This design comes from an exercise in tuning for small area, a short achievable clock period and few clock cycles per item on the open sky130 flow, not from production work.
The RTL was checked by simulation tests, not by an equivalence proof against the original design.
Power and IR drop assume default switching activity.

File: flow/flow/run.sh
#!/bin/bash
set -euo pipefail
bash standard.sh SETUP_SLACK_MARGIN=6.8 "BUFFER_PORTS_ARGS=-buffer_cell sky130_fd_sc_hd__buf_4" finish > standard_flow.log 2>&1
File: flow/standard.sh
#!/bin/bash
# synth_recipe.tcl (not shown) runs the flow's synth.tcl, then flattens the netlist and writes it again
# the make line also repeats each setting of config.mk as NAME=value (left out here)
make -C /OpenROAD-flow-scripts/flow DESIGN_CONFIG=/design/flow/config.mk WORK_HOME=/design/flow/orfs CLKGATE_MAP_FILE= SYNTH_SCRIPT=/design/flow/synth_recipe.tcl "${@:-finish}"
File: flow/config.mk
export PLATFORM = sky130hd
export DESIGN_NAME = process_table_round_robin_scheduler
export DESIGN_NICKNAME = process_table_round_robin_scheduler
export VERILOG_FILES = /design/flow/design.v
export SDC_FILE = /design/flow/constraint.sdc
export NUM_CORES = 4
export LEC_CHECK = 0
export ABC_AREA = 1
export CAP_MARGIN = 20
export CORE_MARGIN = 2
export CORE_UTILIZATION = 50
export CTS_CLUSTER_DIAMETER = 60
export CTS_CLUSTER_SIZE = 20
export SLEW_MARGIN = 20
export TNS_END_PERCENT = 20
File: flow/constraint.sdc
create_clock -name core_clock -period 10.0 [get_ports {clk}]
set_input_delay 2.0000 -clock core_clock [delete_from_list [all_inputs] [get_ports {clk}]]
set_output_delay 2.0000 -clock core_clock [all_outputs]
set_load 0.01 [all_outputs]
File: flow/design.v
`default_nettype none
package prrs_pkg;
    localparam int PID_W                 = 8;
    localparam int PID_RANGE             = 1 << PID_W;
    localparam int TABLE_ENTRIES_DEFAULT = 256;
    localparam int GRP_W  = 16;
    localparam int GRP_N  = PID_RANGE / GRP_W;
    localparam int GRP_IW = $clog2(GRP_W);
    typedef enum logic [1:0] {
        OP_CREATE    = 2'd0,
        OP_TERMINATE = 2'd1,
        OP_SCHEDULE  = 2'd2
    } opcode_t;
    typedef enum logic [2:0] {
        PS_NEW        = 3'd0,
        PS_READY      = 3'd1,
        PS_RUNNING    = 3'd2,
        PS_WAITING    = 3'd3,
        PS_TERMINATED = 3'd4
    } pstate_t;
    typedef enum logic [1:0] {
        RS_DONE     = 2'd0,
        RS_NOCHANGE = 2'd1,
        RS_NONE     = 2'd2
    } status_t;
    typedef struct packed {
        logic [1:0]       opcode;
        logic [PID_W-1:0] pid;
    } req_t;
    typedef struct packed {
        logic [1:0]       status;
        logic [PID_W-1:0] pid_out;
        logic [2:0]       state_out;
    } rsp_t;
    function automatic logic [GRP_IW-1:0] lowest_set(input logic [GRP_W-1:0] v);
        logic [GRP_IW-1:0] r;
        r = '0;
        for (int i = GRP_W - 1; i >= 0; i--)
        begin
            if (v[i])
            begin
                r = GRP_IW'(i);
            end
        end
        lowest_set = r;
    endfunction
    function automatic logic [GRP_W-1:0] first_set(input logic [GRP_W-1:0] v);
        logic [GRP_W-1:0] r;
        logic             seen;
        seen = 1'b0;
        for (int i = 0; i < GRP_W; i++)
        begin
            r[i] = v[i] & !seen;
            seen = seen | v[i];
        end
        first_set = r;
    endfunction
    function automatic logic [GRP_IW-1:0] onehot_idx(input logic [GRP_W-1:0] v);
        logic [GRP_IW-1:0] r;
        r = '0;
        for (int i = 0; i < GRP_W; i++)
        begin
            r = r | (v[i] ? GRP_IW'(i) : GRP_IW'(0));
        end
        onehot_idx = r;
    endfunction
    function automatic logic [GRP_W-1:0] decode(input logic [GRP_IW-1:0] a);
        logic [GRP_W-1:0] r;
        for (int i = 0; i < GRP_W; i++)
        begin
            r[i] = (a == GRP_IW'(i));
        end
        decode = r;
    endfunction
endpackage
`default_nettype wire
`default_nettype none
module prrs_pick (
    input  logic                           clk,
    input  logic                           rst_n,
    input  logic [prrs_pkg::PID_RANGE-1:0] rdy,
    input  logic [prrs_pkg::GRP_N-1:0]     grp_any,
    input  logic [prrs_pkg::PID_W-1:0]     rr,
    input  logic                           running,
    input  logic                           take,      
    input  logic                           wr,        
    input  logic [prrs_pkg::PID_W-1:0]     wr_pid,
    input  logic                           wr_rdy,    
    output logic                           found,
    output logic [prrs_pkg::PID_W-1:0]     idx
);
    localparam int GW  = prrs_pkg::GRP_W;
    localparam int GN  = prrs_pkg::GRP_N;
    localparam int GIW = prrs_pkg::GRP_IW;
    logic [GW-1:0]  rrg_reg;
    logic [GIW-1:0] grp_enc [GN];
    logic [GIW-1:0] rh;
    logic [GIW-1:0] rl;
    logic [GN-1:0]  rh_oh;
    logic [GN-1:0]  rh_gt;
    logic [GN-1:0]  rh_lt;
    logic [GW-1:0]  rl_oh;
    logic [GW-1:0]  rl_gt;
    logic [GW-1:0]  rl_lt;
    logic           part_hi_any;
    logic           lo_any;
    logic           self_ok;
    logic [GN-1:0]  above;
    logic           above_any;
    logic [GN-1:0]  tgt;
    logic [GIW-1:0] enc_tgt;
    logic [GW-1:0]  tbits;
    logic           leave;
    assign rh = rr[prrs_pkg::PID_W-1:GIW];
    assign rl = rr[GIW-1:0];
    always_comb
    begin
        rh_oh = prrs_pkg::decode(rh);
        rl_oh = prrs_pkg::decode(rl);
        for (int g = 0; g < GN; g++)
        begin
            rh_gt[g] = (GIW'(g) > rh);
            rh_lt[g] = (GIW'(g) < rh);
        end
        for (int j = 0; j < GW; j++)
        begin
            rl_gt[j] = (GIW'(j) > rl);
            rl_lt[j] = (GIW'(j) < rl);
        end
        for (int g = 0; g < GN; g++)
        begin
            grp_enc[g] = prrs_pkg::onehot_idx(prrs_pkg::first_set(rdy[g*GW +: GW]));
        end
        part_hi_any = |(rrg_reg & rl_gt);
        self_ok     = |(rrg_reg & rl_oh) & !running;
        above     = grp_any & rh_gt;
        above_any = |above;
        lo_any    = |(rrg_reg & rl_lt) | |(grp_any & rh_lt);
        if (above_any)
            tgt = prrs_pkg::first_set(above);
        else
            tgt = prrs_pkg::first_set(grp_any);
        enc_tgt = '0;
        tbits   = '0;
        for (int g = 0; g < GN; g++)
        begin
            enc_tgt = enc_tgt | (grp_enc[g] & {GIW{tgt[g]}});
            tbits   = tbits | (rdy[g*GW +: GW] & {GW{tgt[g]}});
        end
        found = part_hi_any | above_any | lo_any | self_ok;
        leave = !part_hi_any && (above_any || lo_any);
        if (part_hi_any)
            idx = {rh, prrs_pkg::onehot_idx(prrs_pkg::first_set(rrg_reg & rl_gt))};
        else if (above_any || lo_any)
            idx = {prrs_pkg::onehot_idx(tgt), enc_tgt};
        else
            idx = rr;
    end
    always_ff @(posedge clk or negedge rst_n)
    begin
        if (!rst_n)
        begin
            rrg_reg <= '0;
        end
        else if (take && leave)
        begin
            rrg_reg <= tbits;
        end
        else if (wr && (wr_pid[prrs_pkg::PID_W-1:GIW] == rh))
        begin
            rrg_reg[wr_pid[GIW-1:0]] <= wr_rdy;
        end
    end
endmodule
`default_nettype wire
`default_nettype none
module process_table_round_robin_scheduler #(
    parameter int TABLE_ENTRIES = prrs_pkg::TABLE_ENTRIES_DEFAULT
) (
    input  logic           clk,
    input  logic           rst_n,
    input  logic           req_valid,
    output logic           req_stall,
    input  prrs_pkg::req_t req,
    output logic           rsp_valid,
    input  logic           rsp_stall,
    output prrs_pkg::rsp_t rsp
);
    localparam int USED = (TABLE_ENTRIES < prrs_pkg::PID_RANGE) ? TABLE_ENTRIES : prrs_pkg::PID_RANGE;
    localparam int PW   = prrs_pkg::PID_W;
    localparam int GW   = prrs_pkg::GRP_W;
    localparam int GN   = prrs_pkg::GRP_N;
    localparam int GIW  = prrs_pkg::GRP_IW;
    logic                 in_valid_reg;
    prrs_pkg::req_t       in_reg;
    logic [USED-1:0]      rdy_reg;
    logic [USED-1:0]      term_reg;
    logic [USED-1:0]      rdy_d;
    logic [USED-1:0]      term_d;
    logic [prrs_pkg::PID_RANGE-1:0] rdy_d_pad;
    logic [GN-1:0]        grp_any_reg;
    logic [PW-1:0]        rr_reg;
    logic                 running_reg;
    logic                 rsp_valid_reg;
    prrs_pkg::rsp_t       rsp_reg;
    prrs_pkg::rsp_t       sk0_reg;
    prrs_pkg::rsp_t       sk1_reg;
    logic [1:0]           cnt_reg;
    logic                 stall_reg;
    logic                 accept;
    logic                 in_range;
    logic                 exec;
    logic                 is_sched;
    logic                 wr;
    logic [GN-1:0]        grp_oh;
    logic [GW-1:0]        ent_oh;
    logic                 term_old;
    logic [prrs_pkg::PID_RANGE-1:0] rdy_pad;
    logic                 found;
    logic [PW-1:0]        pick;
    prrs_pkg::rsp_t       ex_rsp;
    logic                 head_free;
    logic                 rsp_valid_next;
    logic [1:0]           cnt_next;
    function automatic prrs_pkg::rsp_t make_rsp(input prrs_pkg::status_t s, input logic [PW-1:0] p,
                                                input prrs_pkg::pstate_t st);
        make_rsp = {s, p, st};
    endfunction
    assign req_stall = stall_reg;
    assign accept    = req_valid && !stall_reg;
    assign exec      = in_valid_reg;
    assign in_range  = (32'(in_reg.pid) < TABLE_ENTRIES);
    assign is_sched  = exec && (in_reg.opcode == prrs_pkg::OP_SCHEDULE);
    assign wr        = exec && !in_reg.opcode[1] && in_range;
    assign grp_oh    = prrs_pkg::decode(in_reg.pid[PW-1:GIW]) & {GN{wr}};
    assign ent_oh    = prrs_pkg::decode(in_reg.pid[GIW-1:0]);
    assign rdy_pad   = prrs_pkg::PID_RANGE'(rdy_reg);
    always_comb
    begin
        logic [GN-1:0] grp_hit;
        for (int g = 0; g < GN; g++)
        begin
            grp_hit[g] = 1'b0;
            for (int j = 0; j < GW; j++)
            begin
                if (g * GW + j < USED)
                begin
                    grp_hit[g] = grp_hit[g] | (ent_oh[j] & term_reg[g * GW + j]);
                end
            end
        end
        term_old = |(grp_hit & prrs_pkg::decode(in_reg.pid[PW-1:GIW])) && in_range;
    end
    prrs_pick u_pick (
        .clk     (clk),
        .rst_n   (rst_n),
        .rdy     (rdy_pad),
        .grp_any (grp_any_reg),
        .rr      (rr_reg),
        .running (running_reg),
        .take    (is_sched && found),
        .wr      (wr),
        .wr_pid  (in_reg.pid),
        .wr_rdy  (!in_reg.opcode[0]),
        .found   (found),
        .idx     (pick)
    );
    always_comb
    begin
        case (in_reg.opcode)
            prrs_pkg::OP_CREATE:
                ex_rsp = in_range ? make_rsp(prrs_pkg::RS_DONE, in_reg.pid, prrs_pkg::PS_READY)
                                  : make_rsp(prrs_pkg::RS_NOCHANGE, in_reg.pid, prrs_pkg::PS_NEW);
            prrs_pkg::OP_TERMINATE:
                ex_rsp = !in_range ? make_rsp(prrs_pkg::RS_NOCHANGE, in_reg.pid, prrs_pkg::PS_NEW)
                       : term_old  ? make_rsp(prrs_pkg::RS_NOCHANGE, in_reg.pid, prrs_pkg::PS_TERMINATED)
                                   : make_rsp(prrs_pkg::RS_DONE, in_reg.pid, prrs_pkg::PS_TERMINATED);
            prrs_pkg::OP_SCHEDULE:
                ex_rsp = found ? make_rsp(prrs_pkg::RS_DONE, pick, prrs_pkg::PS_RUNNING)
                               : make_rsp(prrs_pkg::RS_NONE, '0, prrs_pkg::PS_NEW);
            default:
                ex_rsp = make_rsp(prrs_pkg::RS_NOCHANGE, '0, prrs_pkg::PS_NEW);
        endcase
    end
    always_comb
    begin
        rdy_d  = rdy_reg;
        term_d = term_reg;
        for (int i = 0; i < USED; i++)
        begin
            if (grp_oh[i / GW] && ent_oh[i % GW])
            begin
                rdy_d[i]  = !in_reg.opcode[0];
                term_d[i] = in_reg.opcode[0];
            end
        end
    end
    assign rdy_d_pad = prrs_pkg::PID_RANGE'(rdy_d);
    always_ff @(posedge clk or negedge rst_n)
    begin
        if (!rst_n)
        begin
            rdy_reg     <= '0;
            term_reg    <= '0;
            grp_any_reg <= '0;
            rr_reg      <= '0;
            running_reg <= 1'b0;
        end
        else
        begin
            rdy_reg  <= rdy_d;
            term_reg <= term_d;
            for (int g = 0; g < GN; g++)
            begin
                grp_any_reg[g] <= |rdy_d_pad[g*GW +: GW];
            end
            if (is_sched && found)
            begin
                rr_reg      <= pick;
                running_reg <= 1'b1;
            end
            else if (wr && (in_reg.pid == rr_reg))
            begin
                running_reg <= 1'b0;
            end
        end
    end
    always_ff @(posedge clk or negedge rst_n)
    begin
        if (!rst_n)
            in_valid_reg <= 1'b0;
        else
            in_valid_reg <= accept;
    end
    always_ff @(posedge clk)
    begin
        in_reg <= req;
    end
    assign head_free = !rsp_valid_reg || !rsp_stall;
    always_comb
    begin
        rsp_valid_next = rsp_valid_reg;
        cnt_next       = cnt_reg;
        if (head_free)
        begin
            if (cnt_reg != 2'd0)
            begin
                rsp_valid_next = 1'b1;
                cnt_next       = cnt_reg - 2'd1 + {1'b0, in_valid_reg};
            end
            else
            begin
                rsp_valid_next = in_valid_reg;
            end
        end
        else
        begin
            cnt_next = cnt_reg + {1'b0, in_valid_reg};
        end
    end
    always_ff @(posedge clk or negedge rst_n)
    begin
        if (!rst_n)
        begin
            rsp_valid_reg <= 1'b0;
            cnt_reg       <= 2'd0;
            stall_reg     <= 1'b0;
        end
        else
        begin
            rsp_valid_reg <= rsp_valid_next;
            cnt_reg       <= cnt_next;
            stall_reg     <= ({1'b0, rsp_valid_next} + cnt_next + {1'b0, accept}) >= 2'd3;
        end
    end
    always_ff @(posedge clk)
    begin
        if (head_free)
        begin
            if (cnt_reg != 2'd0)
            begin
                rsp_reg <= sk0_reg;
                if (cnt_reg == 2'd2)
                begin
                    sk0_reg <= sk1_reg;
                    sk1_reg <= ex_rsp;
                end
                else
                begin
                    sk0_reg <= ex_rsp;
                end
            end
            else
            begin
                rsp_reg <= ex_rsp;
            end
        end
        else if (in_valid_reg)
        begin
            if (cnt_reg == 2'd0)
                sk0_reg <= ex_rsp;
            else
                sk1_reg <= ex_rsp;
        end
    end
    assign rsp_valid = rsp_valid_reg;
    assign rsp       = rsp_reg;
endmodule
`default_nettype wire
==> out/qor.csv, run 1 <==
metric,value,unit
outcome,finished clean,
synthesized area,32800,sq um
post-synthesis register bit count,607,
hpwl dp,95400,microns
final setup TNS,0,ns
worst hold path class,flop to flop,
startpoint types,flop,
Via Count,32500,
Tot GR Track Use,38.3,%
Fmax,290,MHz
Top Layer Used,met5,
Remaining DRCs,0,
total die area,67600,sq um
Slew Limit Fails,0,
synthesized area per cell,7.57,sq um
area of the multi-input gates,16000,sq um
"Clk pin slew, worst setup/hold paths",0.08,ns
most frequent cells in the layout,"1220 x nand2_1, 548 x dfrtp_1, 518 x o21ai_0",
layout cells sized above 1,12.2,%
most common flop cell mapped by yosys,dfrtp_1,
port bufs,28,
Int Pwr,4.72,mW
register area,15400,sq um
CP top delay family,simple AND/OR/NAND/NOR gates,
"Top cell by count, worst path",nand2_1,
VDD IR max,0.145,mV
Seq pwr share,37.5,%
Clk pwr share,28.9,%
"most common cell after layout, fill and taps aside",nand2_1,
clk_skew,0.0232,ns
routed wl met2,54000,microns
H-tree depth,2,
Num CTS Buffers,50,
Post-synth EDFFs,39,
# setup viols final,0,
post-route ant nets,0,
P_sw,3.11,mW
yosys warns,3,
DRT iter0 DRCs,4516,
Initial Utilization,50.7,%
TritonRoute pass-1 iters,6,
num ports,29,
Die Wd,260,microns
clock root buffer,clkbuf_16,
area grow syn2layout,14.1,%
WP data arrival,3.87,ns
count of different cell masters after synthesis,62,
post-synth top area cell,dfrtp_1,
overall power,7.83,mW
final hold violations,0,
vias per cell,6.14,
vias in the first global route,29400,
Clock Path Buffers,3,
Comb power frac,33.5,%
TritonCTS clock tree,yes,
CP cell instances,nand2_1 > inv_1 > nand2_1 > nor2_2 > nand2_1 > nand2_1 > o21ai_0 > nor4_1 > nand4_1,
crit path time final,3.45,ns
top-area cell type share of the netlist area,42.6,%
CP peak stage delay,0.62,ns
post-synthesis net count,4353,
row count,93,
DIE HEIGHT,260,microns
RD Place Congestion,1.05,
CP bufs+invs,1,
Worst-Skew Late Latency,0.64,ns
met3 WL,15500,microns
RSZ-0062 raised after global routing,yes,
Nets,4416,
Total Wirelength,132000,microns
Max-Cap Viols,0,
largest cells by area after synthesis,"dfrtp_1 43%, nand2_1 14%, o21ai_0 8.0%",
met1 wire length,55900,microns
switching share of total power,39.8,%
cell count after synthesis,4331,
antenna violations before repair,3,
Place WS,5.32,ns
Post-synth ARST share,91.9,%
core area,64700,sq um
global-route wire length before repair,192000,microns
required time worst endpoint,10.42,ns
mean routed wirelength per cell,25.0,microns
pwr/cell area,209,nW/um^2
Filler cells,6144,
worst setup margin,6.55,ns
clk sink count,607,
"Seq/Total Area, Yosys",46.8,%
"Period Utilization, post-route",34.5,%
Leak,16.4,nW
Slew HR,28.2,%
Worst path slowest cell,nor2_2,
Setup CP Type,flop to flop,
CP Max Fanout,15,
CP Capture Type,flop,
Fin Hold WS,0.464,ns
Overflow after GRT,0,
largest net degree at the start of global routing,178,
Slew @ Worst Pin,1.08,ns
Yosys cell counts (37+ instances only):
| cell | instances |
|---|---|
| nand2_1 | 1256 |
| dfrtp_1 | 558 |
| o21ai_0 | 527 |
| inv_1 | 428 |
| nor2_1 | 385 |
| nand3_1 | 185 |
| a21oi_1 | 124 |
| nand4_1 | 106 |
| nor4_1 | 83 |
| clkbuf_1 | 75 |
| nor3_1 | 61 |
| o22ai_1 | 59 |
| buf_2 | 55 |
| edfxtp_1 | 39 |
| o211ai_1 | 39 |
| o21bai_1 | 37 |
worst register-to-register path, stage by stage, from the launching register on:
cell and delay, ns:
dfxtp_1 0.54, nand2_1 0.21, inv_1 0.37, nand2_1 0.25
nor2_2 0.63, nand2_1 0.23, nand2_1 0.10, o21ai_0 0.12
nor4_1 0.46, nand4_1 0.34
cell type report:
class / instances / area share (%)
multi-input cells: 3123 / 42.6
flip-flops and latches: 607 / 41.1
inverters: 452 / 4.84
repair buffers: 159 / 3.68
clock buffers: 54 / 3.52
well taps: 855 / 2.86
clock inverters: 37 / 1.38
repair inverters: 1 / 0.0134
diodes: 2 / 0.0134
worst paths after layout:
path	start	end	slack [ns]	depth (start not counted)
hold reg to reg	stall_reg	in_valid_reg	0.46	1
max in group asynchronous	rst_n	rdy_reg[236]	7.18	2
setup reg to reg	in_reg[5]	grp_any_reg[3]	6.55	9
setup / recovery	in_reg[5]	grp_any_reg[3]	6.55	9
hold / removal	stall_reg	in_valid_reg	0.46	1
min in group asynchronous	rst_n	term_reg[79]	1.34	1
metal layers:
metal / up-vias / track usage (%)
li1: 14700 / -
met1: 15600 / 56.1
met2: 1852 / 53.8
met3: 318 / 8.95
met4: 2 / 16.6
met5: - / 0
power by group through the flow:
stage / clock, mW / combinational [mW] / sequential, mW
floorplan: 0 / 1.39 / 2.87
global placement: 0 / 1.97 / 2.99
detailed placement: 0 / 1.97 / 2.98
CTS: 2.28 / 2.19 / 2.93
global route: 2.36 / 2.79 / 2.95
finish: 2.26 / 2.63 / 2.94
cell families (layout without fill, tap and decap cells):
kind of cell | Yosys count | count (layout) | synth area share (%)
xor gates and xnor gates | 8 | 8 | 0.214
buffers and inverters | 605 | 703 | 7.48
adders and majority gates | 8 | 8 | 0.328
and+or+nand+nor | 2130 | 2134 | 27.5
AOI/OAI and AO/OA | 940 | 940 | 16.6
other | 0 | 2 | 0
DFF | 607 | 607 | 46.8
muxes | 33 | 33 | 1.13
through the flow:
step	cells	util, %	cell area [sq um]
5_1_grt	5288	57.8	37400
2_1_floorplan	4331	-	32800
4_1_cts	5228	56.3	36400
3_3_place_gp	5095	52.1	33700
3_5_place_dp	5095	52.1	33700
6_report	5290	57.8	37400
repair_timing:
action / CTS / global route
setup buffers: 40 / 57
setup endpoints to repair: 70 / 67
pin swaps: 15 / 55
endpoints found under the hold margin: 0 / 0
gates cloned: 2 / 3
gates resized for setup: 137 / 141
hold buffers: 0 / 0
Testbench counts, summed over its fixed seeds: cycles 24,016, items 24,000.
==> inputs of run 2 (changes only) <==
--- a/flow/config.mk
+++ b/flow/config.mk
@@ -9,7 +9,7 @@
 export CAP_MARGIN = 20
 export CORE_MARGIN = 2
-export CORE_UTILIZATION = 50
+export CORE_UTILIZATION = 40
 export CTS_CLUSTER_DIAMETER = 60
 export CTS_CLUSTER_SIZE = 20
 export SLEW_MARGIN = 20
-export TNS_END_PERCENT = 20
+export TNS_END_PERCENT = 35
==> run 2 against run 1 <==
Compared with the run above:
- count of clock-buffer cells in the layout is 6 higher
- critical path depth up 10
- highest routed layer is now met4
- register-to-register slack better by 0.06 ns
- critical path type unchanged
- utilization down 10 points
- first-iteration DRC count is 3.5% lower
- die area up 25%
- sequential share of layout area fell by 1.3 points
- synthesized cell count is the same
==> out/qor.csv, run 2 <==
metric,value,unit,change
worst hold path class,flop to flop,,unchanged
WP data arrival,3.95,ns,was 3.87 ns
antenna violations before repair,1,,was 3
design area,38700,sq um,was 37400 sq um
startpoint types,flop,,unchanged
Clock Path Buffers,3,,unchanged
"Clk pin slew, worst setup/hold paths",0.08,ns,about the same
layout cells sized above 1,14.3,%,was 12.2%
cell count after placement,5310,,was 5095
Slew Limit Fails,0,,unchanged
Nets,4480,,was 4416
clk sink count,607,,unchanged
reg2reg setup slack,6.61,ns,was 6.55 ns
outcome,finished clean,,unchanged
total die area,84300,sq um,was 67600 sq um
DRT iter0 DRCs,4359,,was 4516
most frequent cells in the layout,"1203 x nand2_1, 547 x dfrtp_1, 516 x o21ai_0",,"was 1220 x nand2_1, 548 x dfrtp_1, 518 x o21ai_0"
num ports,29,,unchanged
mean routed wirelength per cell,23.8,microns,was 25.0 microns
TritonRoute pass-1 iters,8,,was 6
RD Place Congestion,1.06,,was 1.05
Initial Utilization,40.6,%,was 50.7%
synthesized area,32800,sq um,unchanged
R2R cell count,19,,was 9
"Seq/Total Area, Yosys",46.8,%,unchanged
most common flop cell mapped by yosys,dfrtp_1,,unchanged
Worst-Skew Late Latency,0.67,ns,was 0.64 ns
global-route wire length before repair,193000,microns,was 192000 microns
clk_skew,0.0344,ns,was 0.0232 ns
Hold Buf Count CTS,0,,unchanged
VDD IR max,0.159,mV,was 0.145 mV
area of the multi-input gates,16200,sq um,was 16000 sq um
hold endpoint,in_valid_reg,,unchanged
# setup viols final,0,,unchanged
largest cells by area after synthesis,"dfrtp_1 43%, nand2_1 14%, o21ai_0 8.0%",,unchanged
HP Start,stall_reg,,unchanged
hpwl dp,94600,microns,was 95400 microns
"Period Utilization, post-route",33.9,%,was 34.5%
Remaining DRCs,0,,unchanged
final core utilization,47.9,%,was 57.8%
top-area cell type share of the netlist area,42.6,%,unchanged
worst hold stages,1,,unchanged
post-synthesis register bit count,607,,unchanged
yosys warns,3,,unchanged
DIE HEIGHT,290,microns,was 260 microns
synthesized area per cell,7.57,sq um,unchanged
Post-synth EDFFs,39,,unchanged
Total Wirelength,133000,microns,was 132000 microns
post-route insts no fill,5566,,was 5290
Tot GR Track Use,30.4,%,was 38.3%
post-route ant nets,0,,unchanged
cell with the most instances after synthesis,nand2_1,,unchanged
"most common cell after layout, fill and taps aside",nand2_1,,unchanged
Setup CP Type,flop to flop,,unchanged
Leak,16.9,nW,was 16.4 nW
Filler cells,7856,,was 6144
Die Wd,290,microns,was 260 microns
overall power,8.31,mW,was 7.83 mW
H-tree depth,2,,unchanged
port bufs,28,,unchanged
RSZ-0062 raised after global routing,yes,,unchanged
required time worst endpoint,10.56,ns,was 10.42 ns
r2r endpoint,u_pick.rrg_reg[14],,was grp_any_reg[3]
CP Capture Type,flop,,unchanged
Crit Reg-Reg Startpoint,rr_reg[6],,was in_reg[5]
Overflow after GRT,0,,unchanged
row count,104,,was 93
vias per cell,5.82,,was 6.14
Post-synth ARST share,91.9,%,unchanged
final setup TNS,0,ns,unchanged
Fmax,295,MHz,was 290 MHz
post-synth top area cell,dfrtp_1,,unchanged
Slew @ Worst Pin,0.959,ns,was 1.08 ns
core area,80800,sq um,was 64700 sq um
Slew HR,36.1,%,was 28.2%
register area,15400,sq um,unchanged
cell count after synthesis,4331,,unchanged
Synth top cells by count,"1256 x nand2_1, 558 x dfrtp_1, 527 x o21ai_0",,unchanged
Num CTS Buffers,55,,was 50
vias in the first global route,29300,,was 29400
Via Count,32400,,was 32500
final hold violations,0,,unchanged
CP Max Fanout,7,,was 15
post-synthesis net count,4353,,unchanged
Max-Cap Viols,0,,unchanged
clock root buffer,clkbuf_16,,unchanged
pwr/cell area,215,nW/um^2,was 209 nW/um^2
count of different cell masters after synthesis,62,,unchanged
crit path time final,3.39,ns,was 3.45 ns
TritonCTS clock tree,yes,,unchanged
area grow syn2layout,18.0,%,was 14.1%
Post-DP Area,34000,sq um,was 33700 sq um
largest net degree at the start of global routing,176,,was 178
run 2: cell type report:
cell class	count	area share, %
antenna	1	0.00647
clock buffer	60	3.74
clock inverter	44	1.51
inverter	452	4.60
multi-input combinational	3124	41.9
sequential	607	39.7
tap	1060	3.43
timing repair buffer	217	5.06
timing repair inverter	1	0.0129
run 2: worst max-delay path by stage:
stage	slack (ns)	cells after the start	startpoint	to
floorplan	6.61	8	rsp_stall	sk0_reg[3]
global placement	4.98	14	in_reg[0]	sk0_reg[11]
detailed placement	5.41	14	in_reg[0]	sk0_reg[11]
CTS	6.67	10	in_reg[9]	grp_any_reg[5]
global route	6.51	20	in_reg[0]	rsp_reg[11]
finish	6.61	19	rr_reg[6]	u_pick.rrg_reg[14]
run 2: per-stage QoR:
stage	setup slack (ns)	hold slack, ns
final	6.61	0.466
after global routing	6.51	0.507
after CTS	6.67	0.478
after detailed placement	5.41	0.464
after global placement	4.98	0.460
after floorplan	6.61	0.453
run 2: kinds of logic after synthesis:
family | count (synthesis) | synth area share [%]
muxes | 33 | 1.13
and+or+nand+nor | 2130 | 27.5
adders and majority gates | 8 | 0.328
xor gates and xnor gates | 8 | 0.214
AOI/OAI and AO/OA | 940 | 16.6
DFF | 607 | 46.8
buffers and inverters | 605 | 7.48
run 2: critical path: stages, from the launching register on:
cell      delay, ns
dfrtp_2        0.49
buf_12         0.16
nor2_4         0.15
buf_12         0.14
nand3_4        0.11
nand3_4        0.11
buf_4          0.12
nor3_4         0.05
nand2_4        0.11
buf_6          0.15
nand2_1        0.09
nand2_4        0.12
buf_4          0.15
o22ai_1        0.19
a21oi_2        0.27
o211ai_1       0.28
nor3_2         0.28
nand2_1        0.16
nand2_1        0.09
nand2_1        0.05
run 2: layer usage:
metal	part of all wire, %	track usage [%]	vias to the layer above
li1	-	-	14900
met1	42	43.8	15500
met2	42	44.8	1706
met3	10	5.22	363
met4	5.8	13.5	0
met5	0	0	-
run 2: report_power, final:
group,leakage [nW],switching (mW),internal [mW]
logic,7.75,1.89,1.06
clock network,0.979,1.18,1.23
registers,8.16,0.237,2.71
total,16.9,3.30,5.00
run 2: timing repair:
item / 4_1_cts / 5_1_grt
setup buffers: 45 / 97
resized for setup: 178 / 162
gates cloned: 3 / 5
pin swaps: 26 / 78
endpoints found under the setup margin: 147 / 77
==> inputs of run 3 (changes only) <==
--- a/flow/config.mk
+++ b/flow/config.mk
@@ -10,6 +10,6 @@
 export CORE_MARGIN = 2
 export CORE_UTILIZATION = 40
-export CTS_CLUSTER_DIAMETER = 60
-export CTS_CLUSTER_SIZE = 20
+export CTS_CLUSTER_DIAMETER = 70
+export CTS_CLUSTER_SIZE = 24
 export SLEW_MARGIN = 20
-export TNS_END_PERCENT = 35
+export TNS_END_PERCENT = 20
==> run 3 against run 2 <==
Compared with the run above:
- fmax down 1.6%
- hold slack better by 0.0019 ns
- sequential share of layout area up 1.6 points
- critical path type unchanged
- global-route usage down 0.26 points
- utilization down 1.9 points
- combinational power down 15%
- highest routed layer unchanged
- still clean
- first-iteration DRC count up 0.23%
- register-to-register slack worse by 0.06 ns
==> out/qor.csv, run 3 <==
metric,value,unit,change
yosys warns,3,,unchanged
Remaining DRCs,0,,unchanged
VDD IR max,0.142,mV,was 0.159 mV
startpoint types,flop,,unchanged
Worst path slowest cell,dfxtp_1,,was dfrtp_2
CP peak stage delay,0.52,ns,was 0.49 ns
CP top delay family,simple AND/OR/NAND/NOR gates,,unchanged
Nets,4396,,was 4480
Diodes inserted,0,,was 1
clk_skew,0.0339,ns,was 0.0344 ns
post-synth top area cell,dfrtp_1,,unchanged
Worst path depth,9,,was 19
row count,104,,unchanged
Fmax,290,MHz,was 295 MHz
layout cells sized above 1,11.1,%,was 14.3%
area grow syn2layout,13.3,%,was 18.0%
Tot GR Track Use,30.2,%,was 30.4%
H-tree depth,2,,unchanged
worst hold stages,1,,unchanged
Via Count,31800,,was 32400
cell with the most instances after synthesis,nand2_1,,unchanged
antenna violations before repair,2,,was 1
"most common cell after layout, fill and taps aside",nand2_1,,unchanged
final setup TNS,0,ns,unchanged
post-synthesis net count,4353,,unchanged
Fin Hold WS,0.468,ns,was 0.466 ns
CP Capture Type,flop,,unchanged
Slew Limit Fails,0,,unchanged
largest cells by area after synthesis,"dfrtp_1 43%, nand2_1 14%, o21ai_0 8.0%",,unchanged
vias per cell,5.82,,about the same
port bufs,28,,unchanged
clk sink count,607,,unchanged
largest net degree at the start of global routing,176,,unchanged
R2R cell count,9,,was 19
CP cell instances,inv_1 > nor2_2 > inv_1 > nor2_1 > nand2_1 > nor2_1 > o21ai_0 > nor4_1 > nand4_1,,was buf_12 > nor2_4 > buf_12 > nand3_4 > nand3_4 > buf_4 > nor3_4 > nand2_4 > buf_6 > nand2_1 > nand2_4 > buf_4 > o22ai_1 > a21oi_2 > o211ai_1 > nor3_2 > nand2_1 > nand2_1 > nand2_1
most common flop cell mapped by yosys,dfrtp_1,,unchanged
DRT iter0 DRCs,4369,,was 4359
post-route ant nets,0,,unchanged
Slew @ Worst Pin,1.05,ns,was 0.959 ns
most frequent cells in the layout,"1226 x nand2_1, 547 x dfrtp_1, 517 x o21ai_0",,"was 1203 x nand2_1, 547 x dfrtp_1, 516 x o21ai_0"
Die Wd,290,microns,unchanged
synthesized area,32800,sq um,unchanged
"Seq/Total Area, Yosys",46.8,%,unchanged
TritonRoute pass-1 iters,7,,was 8
core area,80800,sq um,unchanged
Post-synth EDFFs,39,,unchanged
Filler cells,7992,,was 7856
crit path time final,3.45,ns,was 3.39 ns
total die area,84300,sq um,unchanged
final core utilization,46.0,%,was 47.9%
mean routed wirelength per cell,23.7,microns,was 23.8 microns
CP bufs+invs,2,,was 5
Total Wirelength,130000,microns,was 133000 microns
RSZ-0062 raised after global routing,yes,,unchanged
Initial Utilization,40.6,%,unchanged
Synth top cells by count,"1256 x nand2_1, 558 x dfrtp_1, 527 x o21ai_0",,unchanged
overall power,7.42,mW,was 8.31 mW
TritonCTS clock tree,yes,,unchanged
synthesized area per cell,7.57,sq um,unchanged
clock root buffer,clkbuf_16,,unchanged
outcome,finished clean,,unchanged
"Clk pin slew, worst setup/hold paths",0.09,ns,was 0.08 ns
hpwl dp,94600,microns,unchanged
Slew HR,29.7,%,was 36.1%
Leak,16.2,nW,was 16.9 nW
# setup viols final,0,,unchanged
num ports,29,,unchanged
final hold violations,0,,unchanged
DIE HEIGHT,290,microns,unchanged
Hold Buf Count CTS,0,,unchanged
CP Max Fanout,16,,was 7
worst hold path class,flop to flop,,unchanged
cell count after synthesis,4331,,unchanged
"Period Utilization, post-route",34.5,%,was 33.9%
top-area cell type share of the netlist area,42.6,%,unchanged
WP data arrival,3.93,ns,was 3.95 ns
required time worst endpoint,10.48,ns,was 10.56 ns
Clock Path Buffers,3,,unchanged
Overflow after GRT,0,,unchanged
vias in the first global route,29100,,was 29300
Post-synth ARST share,91.9,%,unchanged
Num CTS Buffers,42,,was 55
Setup CP Type,flop to flop,,unchanged
Worst-Skew Late Latency,0.65,ns,was 0.67 ns
Max-Cap Viols,0,,unchanged
RD Place Congestion,1.06,,unchanged
pwr/cell area,200,nW/um^2,was 215 nW/um^2
global-route wire length before repair,192000,microns,was 193000 microns
post-synthesis register bit count,607,,unchanged
count of different cell masters after synthesis,62,,unchanged
run 3: cells by family (layout without fill, tap and decap cells):
logic type	count (synthesis)	after routing	share of synthesized area, %
mux	33	33	1.13
buf+inv	605	677	7.48
simple gates	2130	2133	27.5
xor+xnor	8	8	0.214
fa+ha+maj	8	8	0.328
compound gates	940	940	16.6
flops	607	607	46.8
run 3: power by group:
group	switching [mW]	internal (mW)	leakage (nW)
combinational	1.70	0.803	7.27
sequential	0.237	2.71	8.16
clock	1.06	0.913	0.730
run 3: layout make-up:
class                   count  area [sq um]  share of cell area, %
well taps                1060          1330                   3.57
multi-input cells        3122         15900                   42.7
inverters                 452          1760                   4.73
flip-flops and latches    607         15400                   41.4
clock inverters            30           400                   1.08
clock buffers              46          1100                   2.95
repair buffers            148          1340                   3.60
repair inverters            1          5.00                 0.0135
run 3: worst reg2reg max path, stage by stage (launching register included):
cell,delay [ns]
dfxtp_1,0.52
inv_1,0.19
nor2_2,0.41
inv_1,0.23
nor2_1,0.33
nand2_1,0.43
nor2_1,0.45
o21ai_0,0.17
nor4_1,0.41
nand4_1,0.16
run 3: per-layer routing:
layer	vias up	global-route usage, %	wire length, microns
met5	-	0	0
met4	0	14.3	7060
met3	302	5.09	11400
met2	1544	44.0	54700
met1	15200	43.5	56600
li1	14700	-	-
run 3: repair_timing:
action                                  4_1_cts  5_1_grt
buffers inserted                             43       32
pin swaps                                    28       33
endpoints found under the setup margin      134      125
gates resized for setup                     172       69
cloned                                        3        2
run 3: worst paths after layout:
kind                       startpoint               to  slack, ns
setup reg to reg            in_reg[5]  grp_any_reg[10]       6.55
hold reg to reg             stall_reg     in_valid_reg       0.47
max in group asynchronous       rst_n     rdy_reg[206]       7.08
hold / removal              stall_reg     in_valid_reg       0.47
min in group asynchronous       rst_n     term_reg[62]       1.39
setup / recovery            in_reg[5]  grp_any_reg[10]       6.55
run 3: per-stage QoR:
stage               instances  setup WS (ns)  area [sq um]
global placement         5309           4.98         34000
CTS                      5432           6.60         36600
detailed placement       5310           5.41         34000
floorplan                4331           6.61         32800
global route             5466           6.47         37200
finish                   5466           6.55         37200
==> inputs of run 4 (changes only) <==
==> flow/flow/run.sh (replaced) <==
#!/bin/bash
set -euo pipefail
bash standard.sh SETUP_SLACK_MARGIN=6.9 "BUFFER_PORTS_ARGS=-buffer_cell sky130_fd_sc_hd__buf_4" finish > standard_flow.log 2>&1
--- a/flow/config.mk
+++ b/flow/config.mk
@@ -10,6 +10,6 @@
 export CORE_MARGIN = 2
 export CORE_UTILIZATION = 40
-export CTS_CLUSTER_DIAMETER = 70
-export CTS_CLUSTER_SIZE = 24
+export CTS_CLUSTER_DIAMETER = 60
+export CTS_CLUSTER_SIZE = 20
 export SLEW_MARGIN = 20
 export TNS_END_PERCENT = 20
==> run 4 against run 3 <==
Compared with the run above:
- power rose by 16%
- non-clock buffer count rose by 87
- final area up 7.0%
- sequential share of layout area decreased by 2.7 points
- clock skew rose by 0.0058 ns
- synthesized cell count is the same
- count of clock-buffer cells in the layout up 17
- clock power up 27%
- die area stayed put
- via count rose by 4.1%
- sequential power hardly changed
- combinational power increased by 25%
- largest power group is now combinational logic
==> out/qor.csv, run 4 <==
metric,value,unit,change
outcome,finished clean,,unchanged
# setup viols final,0,,unchanged
Via Count,33100,,was 31800
GRT busiest layer,met2,,unchanged
"Clk pin slew, worst setup/hold paths",0.09,ns,about the same
required time worst endpoint,10.56,ns,was 10.48 ns
Post-synth ARST share,91.9,%,unchanged
Filler cells,7766,,was 7992
Worst path slowest cell,dfrtp_2,,was dfxtp_1
Num CTS Buffers,58,,was 42
H-tree depth,2,,unchanged
met1 Track Usage GR,43.6,%,was 43.5%
register area,15400,sq um,about the same
final hold violations,0,,unchanged
synthesized area,32800,sq um,unchanged
largest cells by area after synthesis,"dfrtp_1 43%, nand2_1 14%, o21ai_0 8.0%",,unchanged
GR met3 Demand/Resource,6.55,%,was 5.09%
Remaining DRCs,0,,unchanged
Initial Utilization,40.6,%,unchanged
Max-Cap Viols,0,,unchanged
Clk pwr share,29.1,%,was 26.6%
cell count after synthesis,4331,,unchanged
post-route ant nets,0,,unchanged
largest net degree at the start of global routing,161,,was 176
Overflow after GRT,0,,unchanged
total die area,84300,sq um,unchanged
TritonRoute pass-1 iters,6,,was 7
Synth top cells by count,"1256 x nand2_1, 558 x dfrtp_1, 527 x o21ai_0",,unchanged
M2 GR Usage,46.0,%,was 44.0%
P_sw,3.50,mW,was 2.99 mW
Int Pwr,5.09,mW,was 4.43 mW
"most common cell after layout, fill and taps aside",nand2_1,,unchanged
Slew @ Worst Pin,0.963,ns,was 1.05 ns
worst hold path class,flop to flop,,unchanged
"Period Utilization, post-route",33.2,%,was 34.5%
most common flop cell mapped by yosys,dfrtp_1,,unchanged
DRT iter0 DRCs,4575,,was 4369
hpwl dp,96400,microns,was 94600 microns
Post-synth EDFFs,39,,unchanged
switching share of total power,40.7,%,was 40.3%
post-synthesis register bit count,607,,unchanged
top-area cell type share of the netlist area,42.6,%,unchanged
Fmax,301,MHz,was 290 MHz
RD Place Congestion,1.06,,about the same
Nets,4501,,was 4396
vias per cell,5.92,,was 5.82
CP Max Fanout,9,,was 16
mean routed wirelength per cell,25.0,microns,was 23.7 microns
CP peak stage delay,0.50,ns,was 0.52 ns
antenna violations before repair,5,,was 2
TritonCTS clock tree,yes,,unchanged
global-route wire length before repair,200000,microns,was 192000 microns
cell with the most instances after synthesis,nand2_1,,unchanged
Slew HR,35.8,%,was 29.7%
final core utilization,49.2,%,was 46.0%
final setup TNS,0,ns,unchanged
Setup CP Type,flop to flop,,unchanged
"Top cell by count, worst path",nand3_1,,
CP cell instances,buf_12 > nor2_4 > nand3_4 > nand3_4 > nor3_4 > nand2_4 > buf_6 > nand2_1 > nand2_4 > buf_12 > o22ai_1 > a21oi_1 > nand3_1 > nor2_1 > nand3_1 > nand3_1 > nand2_1,,was inv_1 > nor2_2 > inv_1 > nor2_1 > nand2_1 > nor2_1 > o21ai_0 > nor4_1 > nand4_1
Total Wirelength,139000,microns,was 130000 microns
post-synthesis net count,4353,,unchanged
row count,104,,unchanged
count of different cell masters after synthesis,62,,unchanged
most frequent cells in the layout,"1178 x nand2_1, 546 x dfrtp_1, 508 x o21ai_0",,"was 1226 x nand2_1, 547 x dfrtp_1, 517 x o21ai_0"
post-synth top area cell,dfrtp_1,,unchanged
core area,80800,sq um,unchanged
Seq pwr share,34.4,%,was 39.7%
DIE HEIGHT,290,microns,unchanged
"Seq/Total Area, Yosys",46.8,%,unchanged
Die Wd,290,microns,unchanged
CP top delay family,simple AND/OR/NAND/NOR gates,,unchanged
Clock Path Buffers,3,,unchanged
Tot GR Track Use,31.5,%,was 30.2%
pwr/cell area,216,nW/um^2,was 200 nW/um^2
area grow syn2layout,21.3,%,was 13.3%
CP bufs+invs,3,,was 2
startpoint types,flop,,unchanged
Hold Buf Count CTS,0,,unchanged
WP data arrival,3.88,ns,was 3.93 ns
CP Capture Type,flop,,unchanged
port bufs,28,,unchanged
RSZ-0062 raised after global routing,yes,,unchanged
Leak,17.2,nW,was 16.2 nW
Worst-Skew Late Latency,0.68,ns,was 0.65 ns
yosys warns,3,,unchanged
clk sink count,607,,unchanged
num ports,29,,unchanged
clk_skew,0.0397,ns,was 0.0339 ns
Comb power frac,36.4,%,was 33.7%
clock root buffer,clkbuf_16,,unchanged
VDD IR max,0.164,mV,was 0.142 mV
vias in the first global route,30100,,was 29100
layout cells sized above 1,17.0,%,was 11.1%
Slew Limit Fails,0,,unchanged
area of the multi-input gates,16800,sq um,was 15900 sq um
synthesized area per cell,7.57,sq um,unchanged
Diodes inserted,0,,unchanged
crit path time final,3.32,ns,was 3.45 ns
## run 4: cell counts after synthesis
Identical to the previous run, type by type.
## run 4: power by group through the flow
stage          clock, mW  sequential (mW)  combinational [mW]
2_1_floorplan          0             2.87                1.40
3_3_place_gp           0             3.00                1.99
3_5_place_dp           0             3.00                2.00
4_1_cts             2.52             2.94                2.49
5_1_grt             2.61             2.97                3.29
6_report            2.50             2.96                3.13
## run 4: repair_timing
action / in CTS / in global routing
resized for setup: 252 / 272
endpoints found under the setup margin: 196 / 251
buffers inserted: 74 / 87
pin swaps: 55 / 106
cloned: 4 / 8
## run 4: layer usage
layer	part of all wire, %	wire length (microns)
met4	7.0	9770
met1	40	56300
met3	11	15300
met5	0.042	58
met2	42	58100
## run 4: final cells by class
cell class / instances / area share, %
Multi-Input combinational cell: 3124 / 42.4
Sequential cell: 607 / 38.7
Timing Repair Buffer: 235 / 5.64
Inverter: 452 / 4.61
Clock buffer: 63 / 3.72
Tap cell: 1060 / 3.33
Clock inverter: 46 / 1.65
Timing Repair inverter: 1 / 0.0220
## run 4: kinds of logic after synthesis
logic type,count (synthesis),synth area share (%)
adder cells (fa/ha/maj),8,0.328
AO/OA/AOI/OAI,940,16.6
AND/OR/NAND/NOR,2130,27.5
XOR/XNOR,8,0.214
multiplexers,33,1.13
flip-flops,607,46.8
buffers and inverters,605,7.48
## run 4: final timing paths
| check | from | to | slack, ns | cells after the start |
|---|---|---|---|---|
| worst min register to register | stall_reg | in_valid_reg | 0.46 | 1 |
| worst max register to register | rr_reg[6] | u_pick.rrg_reg[10] | 6.68 | 17 |
| max in group asynchronous | rst_n | grp_any_reg[0] | 7.06 | 2 |
| worst min-delay path | stall_reg | in_valid_reg | 0.46 | 1 |
| worst max-delay path | rr_reg[6] | u_pick.rrg_reg[10] | 6.68 | 17 |
| min in group asynchronous | rst_n | term_reg[133] | 1.38 | 1 |
## run 4: metrics by stage
stage | hold slack, ns | cells | area (sq um) | power [mW] | worst slack, ns
floorplan | 0.453 | 4331 | 32800 | 4.27 | 6.89
global placement | 0.460 | 5306 | 34000 | 4.99 | 5.40
detailed placement | 0.461 | 5306 | 34000 | 5.00 | 5.49
CTS | 0.475 | 5493 | 37800 | 7.95 | 6.70
global route | 0.507 | 5588 | 39800 | 8.87 | 6.66
finish | 0.463 | 5588 | 39800 | 8.59 | 6.68
==> inputs of run 5 (changes only) <==
--- a/flow/design.v
+++ b/flow/design.v
@@ -223,4 +223,5 @@
     logic                 rsp_valid_next;
     logic [1:0]           cnt_next;
+    logic [1:0]           out_cnt;
     function automatic prrs_pkg::rsp_t make_rsp(input prrs_pkg::status_t s, input logic [PW-1:0] p,
                                                 input prrs_pkg::pstate_t st);
@@ -338,4 +339,5 @@
     end
     assign head_free = !rsp_valid_reg || !rsp_stall;
+    assign out_cnt   = {1'b0, rsp_valid_reg} + cnt_reg + {1'b0, in_valid_reg};
     always_comb
     begin
@@ -371,5 +373,6 @@
             rsp_valid_reg <= rsp_valid_next;
             cnt_reg       <= cnt_next;
-            stall_reg     <= ({1'b0, rsp_valid_next} + cnt_next + {1'b0, accept}) >= 2'd3;
+            stall_reg     <= (rsp_stall || !rsp_valid_reg) &&
+                             (stall_reg || (req_valid && (out_cnt == 2'd2)));
         end
     end
@@ -378,28 +381,13 @@
         if (head_free)
         begin
-            if (cnt_reg != 2'd0)
-            begin
-                rsp_reg <= sk0_reg;
-                if (cnt_reg == 2'd2)
-                begin
-                    sk0_reg <= sk1_reg;
-                    sk1_reg <= ex_rsp;
-                end
-                else
-                begin
-                    sk0_reg <= ex_rsp;
-                end
-            end
-            else
-            begin
-                rsp_reg <= ex_rsp;
-            end
+            rsp_reg <= (cnt_reg != 2'd0) ? sk0_reg : ex_rsp;
         end
-        else if (in_valid_reg)
+        if (head_free || (cnt_reg == 2'd0))
         begin
-            if (cnt_reg == 2'd0)
-                sk0_reg <= ex_rsp;
-            else
-                sk1_reg <= ex_rsp;
+            sk0_reg <= (cnt_reg == 2'd2) ? sk1_reg : ex_rsp;
+        end
+        if (head_free || (cnt_reg != 2'd2))
+        begin
+            sk1_reg <= ex_rsp;
         end
     end
==> flow/flow/run.sh (replaced) <==
#!/bin/bash
set -euo pipefail
bash standard.sh SETUP_SLACK_MARGIN=6.8 "BUFFER_PORTS_ARGS=-buffer_cell sky130_fd_sc_hd__buf_4" finish > standard_flow.log 2>&1
==> run 5 against run 4 <==
Compared with the run above:
- still clean on timing, DRC and antenna
- final area shrank 1.1%
- power shrank 2.9%
- global-route usage grew 1.7 points
- area after synthesis grew 1.3%
- non-clock buffer count shrank 25
- wire length grew 4.4%
- die area grew 1.3%
- sequential share of layout area grew 0.42 points
- setup slack lost 0.037 ns
- combinational power shrank 14%
- fmax shrank 1.1%
==> out/qor.csv, run 5 <==
metric,value,unit,change
Post-synth ARST share,91.9,%,unchanged
CP Max Fanout,17,,was 9
Total Wirelength,146000,microns,was 139000 microns
WP data arrival,3.87,ns,was 3.88 ns
post-synth top area cell,dfrtp_1,,unchanged
cell count after synthesis,4400,,was 4331
Worst-Skew Late Latency,0.65,ns,was 0.68 ns
met1 Track Usage GR,45.9,%,was 43.6%
largest cells by area after synthesis,"dfrtp_1 42%, nand2_1 12%, nor2_1 6.5%",,"was dfrtp_1 43%, nand2_1 14%, o21ai_0 8.0%"
TritonRoute pass-1 iters,6,,unchanged
Max-Cap Viols,0,,unchanged
Crit Reg-Reg Startpoint,in_reg[9],,was rr_reg[6]
Initial Utilization,40.5,%,was 40.6%
RSZ-0062 raised after global routing,yes,,unchanged
antenna violations before repair,2,,was 5
startpoint types,flop,,unchanged
final hold violations,0,,unchanged
Via Count,33100,,about the same
CP peak stage delay,0.53,ns,was 0.50 ns
"Clk pin slew, worst setup/hold paths",0.08,ns,was 0.09 ns
Slew @ Worst Pin,1.11,ns,was 0.963 ns
CP Capture Type,flop,,unchanged
RD Place Congestion,1.04,,was 1.06
pwr/cell area,212,nW/um^2,was 216 nW/um^2
TritonCTS clock tree,yes,,unchanged
DRT iter0 DRCs,4004,,was 4575
CP top delay family,simple AND/OR/NAND/NOR gates,,unchanged
row count,105,,was 104
required time worst endpoint,10.51,ns,was 10.56 ns
hold endpoint,in_valid_reg,,unchanged
DIE HEIGHT,292,microns,was 290 microns
R2R cell count,10,,was 17
Nets,4561,,was 4501
num ports,29,,unchanged
reg2reg setup slack,6.64,ns,was 6.68 ns
# setup viols final,0,,unchanged
GRT busiest layer,met2,,unchanged
Slew HR,26.0,%,was 35.8%
final setup TNS,0,ns,unchanged
worst hold stages,1,,unchanged
worst hold path class,flop to flop,,unchanged
area grow syn2layout,18.4,%,was 21.3%
post-synthesis register bit count,607,,unchanged
HP Start,stall_reg,,unchanged
Post-synth EDFFs,39,,unchanged
Slew Limit Fails,0,,unchanged
synthesized area,33200,sq um,was 32800 sq um
mean routed wirelength per cell,25.7,microns,was 25.0 microns
most common flop cell mapped by yosys,dfrtp_1,,unchanged
CP bufs+invs,4,,was 3
yosys warns,3,,unchanged
synthesized area per cell,7.55,sq um,was 7.57 sq um
"Top cell by count, worst path",inv_1,,was nand3_1
post-synthesis net count,4422,,was 4353
Setup CP Type,flop to flop,,unchanged
port bufs,28,,unchanged
overall power,8.34,mW,was 8.59 mW
clk_skew,0.0414,ns,was 0.0397 ns
total die area,85400,sq um,was 84300 sq um
clk sink count,607,,unchanged
Clock Path Buffers,3,,unchanged
post-route ant nets,0,,unchanged
outcome,finished clean,,unchanged
Synth top cells by count,"1076 x nand2_1, 575 x nor2_1, 558 x dfrtp_1",,"was 1256 x nand2_1, 558 x dfrtp_1, 527 x o21ai_0"
M2 GR Usage,50.2,%,was 46.0%
Die Wd,292,microns,was 290 microns
Place WS,5.43,ns,was 5.49 ns
global-route wire length before repair,207000,microns,was 200000 microns
H-tree depth,3,,was 2
Hold Buf Count CTS,0,,unchanged
Leak,17.4,nW,was 17.2 nW
hpwl dp,103000,microns,was 96400 microns
cell with the most instances after synthesis,nand2_1,,unchanged
count of different cell masters after synthesis,64,,was 62
"Seq/Total Area, Yosys",46.2,%,was 46.8%
core area,82100,sq um,was 80800 sq um
clock root buffer,clkbuf_16,,unchanged
"Period Utilization, post-route",33.6,%,was 33.2%
Worst path slowest cell,dfxtp_1,,was dfrtp_2
Fmax,298,MHz,was 301 MHz
area of the multi-input gates,15900,sq um,was 16800 sq um
CP cell instances,inv_1 > nand2_1 > buf_4 > clkinv_2 > nand2_4 > nor2_1 > inv_1 > o21ai_0 > nor4_1 > nand4_1,,was buf_12 > nor2_4 > nand3_4 > nand3_4 > nor3_4 > nand2_4 > buf_6 > nand2_1 > nand2_4 > buf_12 > o22ai_1 > a21oi_1 > nand3_1 > nor2_1 > nand3_1 > nand3_1 > nand2_1
r2r endpoint,grp_any_reg[15],,was u_pick.rrg_reg[10]
"most common cell after layout, fill and taps aside",nand2_1,,unchanged
register area,15400,sq um,about the same
final core utilization,47.9,%,was 49.2%
crit path time final,3.36,ns,was 3.32 ns
layout cells sized above 1,14.3,%,was 17.0%
Remaining DRCs,0,,unchanged
vias in the first global route,30600,,was 30100
GR met3 Demand/Resource,6.93,%,was 6.55%
largest net degree at the start of global routing,175,,was 161
vias per cell,5.85,,was 5.92
Tot GR Track Use,33.2,%,was 31.5%
top-area cell type share of the netlist area,42.0,%,was 42.6%
most frequent cells in the layout,"1037 x nand2_1, 549 x dfrtp_1, 538 x inv_1",,"was 1178 x nand2_1, 546 x dfrtp_1, 508 x o21ai_0"
Overflow after GRT,0,,unchanged
Num CTS Buffers,66,,was 58
worst setup margin,6.64,ns,was 6.68 ns
VDD IR max,0.123,mV,was 0.164 mV
Filler cells,8078,,was 7766
## run 5: layout make-up
cell class,count,area share [%]
diodes,1,0.00636
repair buffers,210,5.19
flip-flops and latches,607,39.1
clock inverters,47,1.53
clock buffers,74,4.49
multi-input cells,3075,40.5
well taps,1070,3.41
inverters,579,5.77
## run 5: metrics by stage
stage                     hold WS [ns]  cells  cell area, sq um
after floorplan                  0.449   4400             33200
after global placement           0.463   5401             34500
after detailed placement         0.468   5402             34600
after CTS                        0.478   5589             38000
after global routing             0.502   5662             39300
final                            0.475   5663             39300
## run 5: timing repair
action	CTS	global route
setup buffers	64	69
resized for setup	145	173
pin swaps	19	50
gates cloned	2	4
endpoints found under the setup margin	118	71
## run 5: power by group
part	total [mW]	internal, mW	switching, mW	leakage, nW
Clock	2.68	1.43	1.25	1.15
Combinational	2.69	0.879	1.81	8.09
Sequential	2.97	2.72	0.250	8.18
Total	8.34	5.03	3.31	17.4
## run 5: how the worst max path moves through the flow
stage,depth (start not counted),from,endpoint,slack [ns]
6_report,10,in_reg[9],grp_any_reg[15],6.64
5_1_grt,10,in_reg[9],grp_any_reg[15],6.58
4_1_cts,17,rr_reg[6],u_pick.rrg_reg[3],6.72
3_5_place_dp,16,in_reg[0],rsp_reg[11],5.43
3_3_place_gp,16,in_reg[0],sk0_reg[11],5.50
2_1_floorplan,3,rsp_stall,sk0_reg[0],6.97
## run 5: cells by family (layout without fill, tap and decap cells)
kind of cell | Yosys count | after routing | share of synthesized area [%]
and+or+nand+nor | 2168 | 2172 | 27.5
muxes | 83 | 83 | 2.81
AOI/OAI and AO/OA | 805 | 805 | 14.5
DFF | 607 | 607 | 46.2
xor gates and xnor gates | 7 | 7 | 0.185
buffers and inverters | 722 | 910 | 8.52
other | 0 | 1 | 0
adders and majority gates | 8 | 8 | 0.324
## run 5: per-layer routing
layer	wire length [microns]	vias up
met5	11	-
met4	7660	2
met3	15600	340
met2	62700	1808
met1	59700	16100
li1	-	14900
Testbench counts of run 5, summed over its fixed seeds: cycles 24,016, items 24,000.
==> inputs of run 6 (changes only) <==
--- a/flow/design.v
+++ b/flow/design.v
@@ -109,5 +109,8 @@
     logic           above_any;
     logic [GN-1:0]  tgt;
-    logic [GIW-1:0] enc_tgt;
+    logic [GN-1:0]  above_fs;
+    logic [GN-1:0]  all_fs;
+    logic [GIW-1:0] enc_above;
+    logic [GIW-1:0] enc_all;
     logic [GW-1:0]  tbits;
     logic           leave;
@@ -141,10 +144,14 @@
         else
             tgt = prrs_pkg::first_set(grp_any);
-        enc_tgt = '0;
-        tbits   = '0;
+        above_fs  = prrs_pkg::first_set(above);
+        all_fs    = prrs_pkg::first_set(grp_any);
+        enc_above = '0;
+        enc_all   = '0;
+        tbits     = '0;
         for (int g = 0; g < GN; g++)
         begin
-            enc_tgt = enc_tgt | (grp_enc[g] & {GIW{tgt[g]}});
-            tbits   = tbits | (rdy[g*GW +: GW] & {GW{tgt[g]}});
+            enc_above = enc_above | (grp_enc[g] & {GIW{above_fs[g]}});
+            enc_all   = enc_all | (grp_enc[g] & {GIW{all_fs[g]}});
+            tbits     = tbits | (rdy[g*GW +: GW] & {GW{tgt[g]}});
         end
         found = part_hi_any | above_any | lo_any | self_ok;
@@ -152,6 +159,8 @@
         if (part_hi_any)
             idx = {rh, prrs_pkg::onehot_idx(prrs_pkg::first_set(rrg_reg & rl_gt))};
-        else if (above_any || lo_any)
-            idx = {prrs_pkg::onehot_idx(tgt), enc_tgt};
+        else if (above_any)
+            idx = {prrs_pkg::onehot_idx(above_fs), enc_above};
+        else if (lo_any)
+            idx = {prrs_pkg::onehot_idx(all_fs), enc_all};
         else
             idx = rr;
==> run 6 against run 5 <==
Compared with the run above:
- area after synthesis increased by 2.1%
- largest cell class unchanged
- largest power group unchanged
- fmax down 2.4%
- setup slack worse by 0.084 ns
- die area rose by 2.0%
- critical endpoint is now grp_any_reg[10]
- final area increased by 1.4%
- utilization down 0.33 points
- sequential power hardly changed
- wire length increased by 4.4%
- still clean on timing, DRC and antenna
==> out/qor.csv, run 6 <==
metric,value,unit,change
Total Wirelength,152000,microns,was 146000 microns
post-synth top area cell,dfrtp_1,,unchanged
synthesized area per cell,7.38,sq um,was 7.55 sq um
post-synthesis register bit count,607,,unchanged
DRT iter0 DRCs,4770,,was 4004
required time worst endpoint,10.35,ns,was 10.51 ns
mean routed wirelength per cell,25.8,microns,was 25.7 microns
Place WS,5.49,ns,was 5.43 ns
worst setup margin,6.56,ns,was 6.64 ns
Synth top cells by count,"1331 x nand2_1, 558 x dfrtp_1, 524 x inv_1",,"was 1076 x nand2_1, 575 x nor2_1, 558 x dfrtp_1"
post-synthesis net count,4616,,was 4422
most frequent cells in the layout,"1304 x nand2_1, 549 x dfrtp_1, 502 x inv_1",,"was 1037 x nand2_1, 549 x dfrtp_1, 538 x inv_1"
antenna violations before repair,10,,was 2
Worst-Skew Late Latency,0.66,ns,was 0.65 ns
overall power,7.99,mW,was 8.34 mW
pwr/cell area,200,nW/um^2,was 212 nW/um^2
clk_skew,0.0237,ns,was 0.0414 ns
H-tree depth,2,,was 3
"Top cell by count, worst path",inv_1,,unchanged
clk sink count,607,,unchanged
CP peak stage delay,0.56,ns,was 0.53 ns
"Clk pin slew, worst setup/hold paths",0.08,ns,about the same
Initial Utilization,40.4,%,was 40.5%
WP data arrival,3.79,ns,was 3.87 ns
TritonRoute pass-1 iters,6,,unchanged
clock root buffer,clkbuf_16,,unchanged
Slew @ Worst Pin,1.21,ns,was 1.11 ns
layout cells sized above 1,14.1,%,was 14.3%
Leak,17.8,nW,was 17.4 nW
area grow syn2layout,17.6,%,was 18.4%
Post-synth EDFFs,39,,unchanged
cell count after placement,5651,,was 5402
Post-synth ARST share,91.9,%,unchanged
RSZ-0062 raised after global routing,yes,,unchanged
Filler cells,8373,,was 8078
synthesized area,33900,sq um,was 33200 sq um
outcome,finished clean,,unchanged
hpwl dp,108000,microns,was 103000 microns
startpoint types,flop,,unchanged
Overflow after GRT,0,,unchanged
Setup CP Type,flop to flop,,unchanged
Fin Hold WS,0.455,ns,was 0.475 ns
largest net degree at the start of global routing,126,,was 175
yosys warns,3,,unchanged
CP cell instances,inv_1 > nor2_2 > nand2_1 > nor2_4 > inv_1 > nor2_1 > inv_1 > nand2_1 > o21ai_0 > nor4_1 > nand4_1,,was inv_1 > nand2_1 > buf_4 > clkinv_2 > nand2_4 > nor2_1 > inv_1 > o21ai_0 > nor4_1 > nand4_1
Tot GR Track Use,33.9,%,was 33.2%
largest cells by area after synthesis,"dfrtp_1 41%, nand2_1 15%, o21ai_0 6.9%",,"was dfrtp_1 42%, nand2_1 12%, nor2_1 6.5%"
port bufs,28,,unchanged
CP Capture Type,flop,,unchanged
Remaining DRCs,0,,unchanged
vias in the first global route,31700,,was 30600
Post-DP Area,35200,sq um,was 34600 sq um
worst hold path class,flop to flop,,unchanged
VDD IR max,0.143,mV,was 0.123 mV
Nets,4729,,was 4561
Worst path slowest cell,dfxtp_1,,unchanged
Fmax,290,MHz,was 298 MHz
"Seq/Total Area, Yosys",45.2,%,was 46.2%
count of different cell masters after synthesis,65,,was 64
crit path time final,3.44,ns,was 3.36 ns
num ports,29,,unchanged
most common flop cell mapped by yosys,dfrtp_1,,unchanged
row count,106,,was 105
post-route ant nets,0,,unchanged
final hold violations,0,,unchanged
CP Max Fanout,12,,was 17
final setup TNS,0,ns,unchanged
# setup viols final,0,,unchanged
final core utilization,47.6,%,was 47.9%
Max-Cap Viols,0,,unchanged
core area,83800,sq um,was 82100 sq um
Die Wd,295,microns,was 292 microns
cell with the most instances after synthesis,nand2_1,,unchanged
"most common cell after layout, fill and taps aside",nand2_1,,unchanged
post-route insts no fill,5894,,was 5663
cell count after synthesis,4594,,was 4400
top-area cell type share of the netlist area,41.2,%,was 42.0%
Num CTS Buffers,57,,was 66
total die area,87100,sq um,was 85400 sq um
vias per cell,5.88,,was 5.85
Clock Path Buffers,3,,unchanged
DIE HEIGHT,295,microns,was 292 microns
TritonCTS clock tree,yes,,unchanged
"Period Utilization, post-route",34.4,%,was 33.6%
global-route wire length before repair,216000,microns,was 207000 microns
Slew HR,19.1,%,was 26.0%
Via Count,34600,,was 33100
Slew Limit Fails,0,,unchanged
design area,39900,sq um,was 39300 sq um
RD Place Congestion,1.12,,was 1.04
==> run 6: cell types whose count changed in the layout (fill, tap and decap cells not counted), sizes merged, moves of 12 or more <==
cell	before	now
nor3	89	58
o21bai	72	48
nand2	1090	1351
o22ai	56	31
a31oi	28	9
nand3	196	248
buf	208	182
mux2	81	50
o21ai	387	489
a221oi	7	19
nor2	586	527
inv	584	548
==> run 6: worst max-delay path: cells and delay by family, from the launching register on <==
family	cells	cell delay (ns)
buf+inv	3	0.39
flops	1	0.56
simple gates	7	2.04
compound gates	1	0.12
==> run 6: routing by layer <==
metal / share of wire, % / vias to the layer above / global-route usage (%)
li1: - / 15500 / -
met1: 40 / 16600 / 46.2
met2: 41 / 2106 / 48.6
met3: 13 / 419 / 10.5
met4: 5.9 / 12 / 16.8
met5: 0.12 / - / 0
==> run 6: where the power goes <==
group          switching, mW  total, mW  internal (mW)
registers              0.228       2.95           2.72
clock network           1.19       2.42           1.23
logic                   1.84       2.62          0.781
==> run 6: worst paths after layout <==
path | slack, ns | from | cells after the start | endpoint
setup reg to reg | 6.56 | in_reg[7] | 11 | grp_any_reg[10]
setup / recovery | 6.56 | in_reg[7] | 11 | grp_any_reg[10]
hold / removal | 0.46 | stall_reg | 1 | in_valid_reg
max in group asynchronous | 7.10 | rst_n | 2 | term_reg[192]
hold reg to reg | 0.46 | stall_reg | 1 | in_valid_reg
min in group asynchronous | 1.37 | rst_n | 1 | term_reg[109]
==> run 6: timing repair <==
action,CTS,global route
buffers inserted,38,81
resized for setup,179,182
pin swaps,30,70
hold buffers,0,0
setup endpoints to repair,116,162
gates cloned,5,7
==> run 6: logic make-up after synthesis <==
family,after synthesis,synth area share (%)
AND/OR/NAND/NOR,2386,29.8
AO/OA/AOI/OAI,852,14.8
buffers and inverters,686,8.04
flip-flops,607,45.2
multiplexers,50,1.66
adder cells (fa/ha/maj),8,0.317
XOR/XNOR,5,0.129
==> run 6: layout make-up <==
cell class,instances,area [sq um],area share [%]
antenna,6,15.0,0.0377
clock buffer,63,1500,3.76
clock inverter,43,548,1.37
inverter,543,2140,5.37
multi-input combinational,3305,16900,42.5
sequential,607,15400,38.5
tap,1134,1420,3.56
timing repair buffer,191,1920,4.83
timing repair inverter,2,15.0,0.0377
Testbench counts of run 6, summed over its fixed seeds: cycles 24,016, items 24,000.

## re-timing with driven ports
No port has a modelled driver above. Below, the same layouts with a new extraction and two added sets of constraints.
Step 1 sets driving cells, clkbuf_16 on the clock port and buf_2 on the other inputs (assumed; they add their load-dependent delay and slew).
Step 2 adds t to the input delays and takes it off the output delays; t is the mean of the earliest and latest rising clock arrival at the registers after step 1. Input paths then give back, and output paths get back, about the clock's delay inside the block.
a / b / c = ideal ports / drivers / drivers and shift; a / b = the first two.
| run | t, ns | setup WS [ns] | hold WS [ns] | slew at the worst register clock pin (ns) |
|---|---|---|---|---|
| run 1 | 0.693 | 6.550 / 6.550 / 6.328 | 0.464 / 0.464 / 0.464 | 0.09 / 0.09 |
| run 2 | 0.722 | 6.609 / 6.609 / 6.324 | 0.466 / 0.466 / 0.466 | 0.08 / 0.08 |
| run 3 | 0.695 | 6.552 / 6.552 / 6.295 | 0.468 / 0.468 / 0.468 | 0.10 / 0.10 |
| run 4 | 0.728 | 6.677 / 6.677 / 6.349 | 0.463 / 0.463 / 0.463 | 0.09 / 0.09 |
| run 5 | 0.693 | 6.640 / 6.640 / 6.321 | 0.475 / 0.475 / 0.475 | 0.08 / 0.08 |
| run 6 | 0.718 | 6.556 / 6.556 / 6.381 | 0.455 / 0.455 / 0.455 | 0.09 / 0.09 |
After both steps every run listed still meets setup and hold. The setup slack of run 4, which loses most, moves by 0.000 ns with the drivers and by -0.328 ns with both steps. Setup slack includes reset recovery checks.
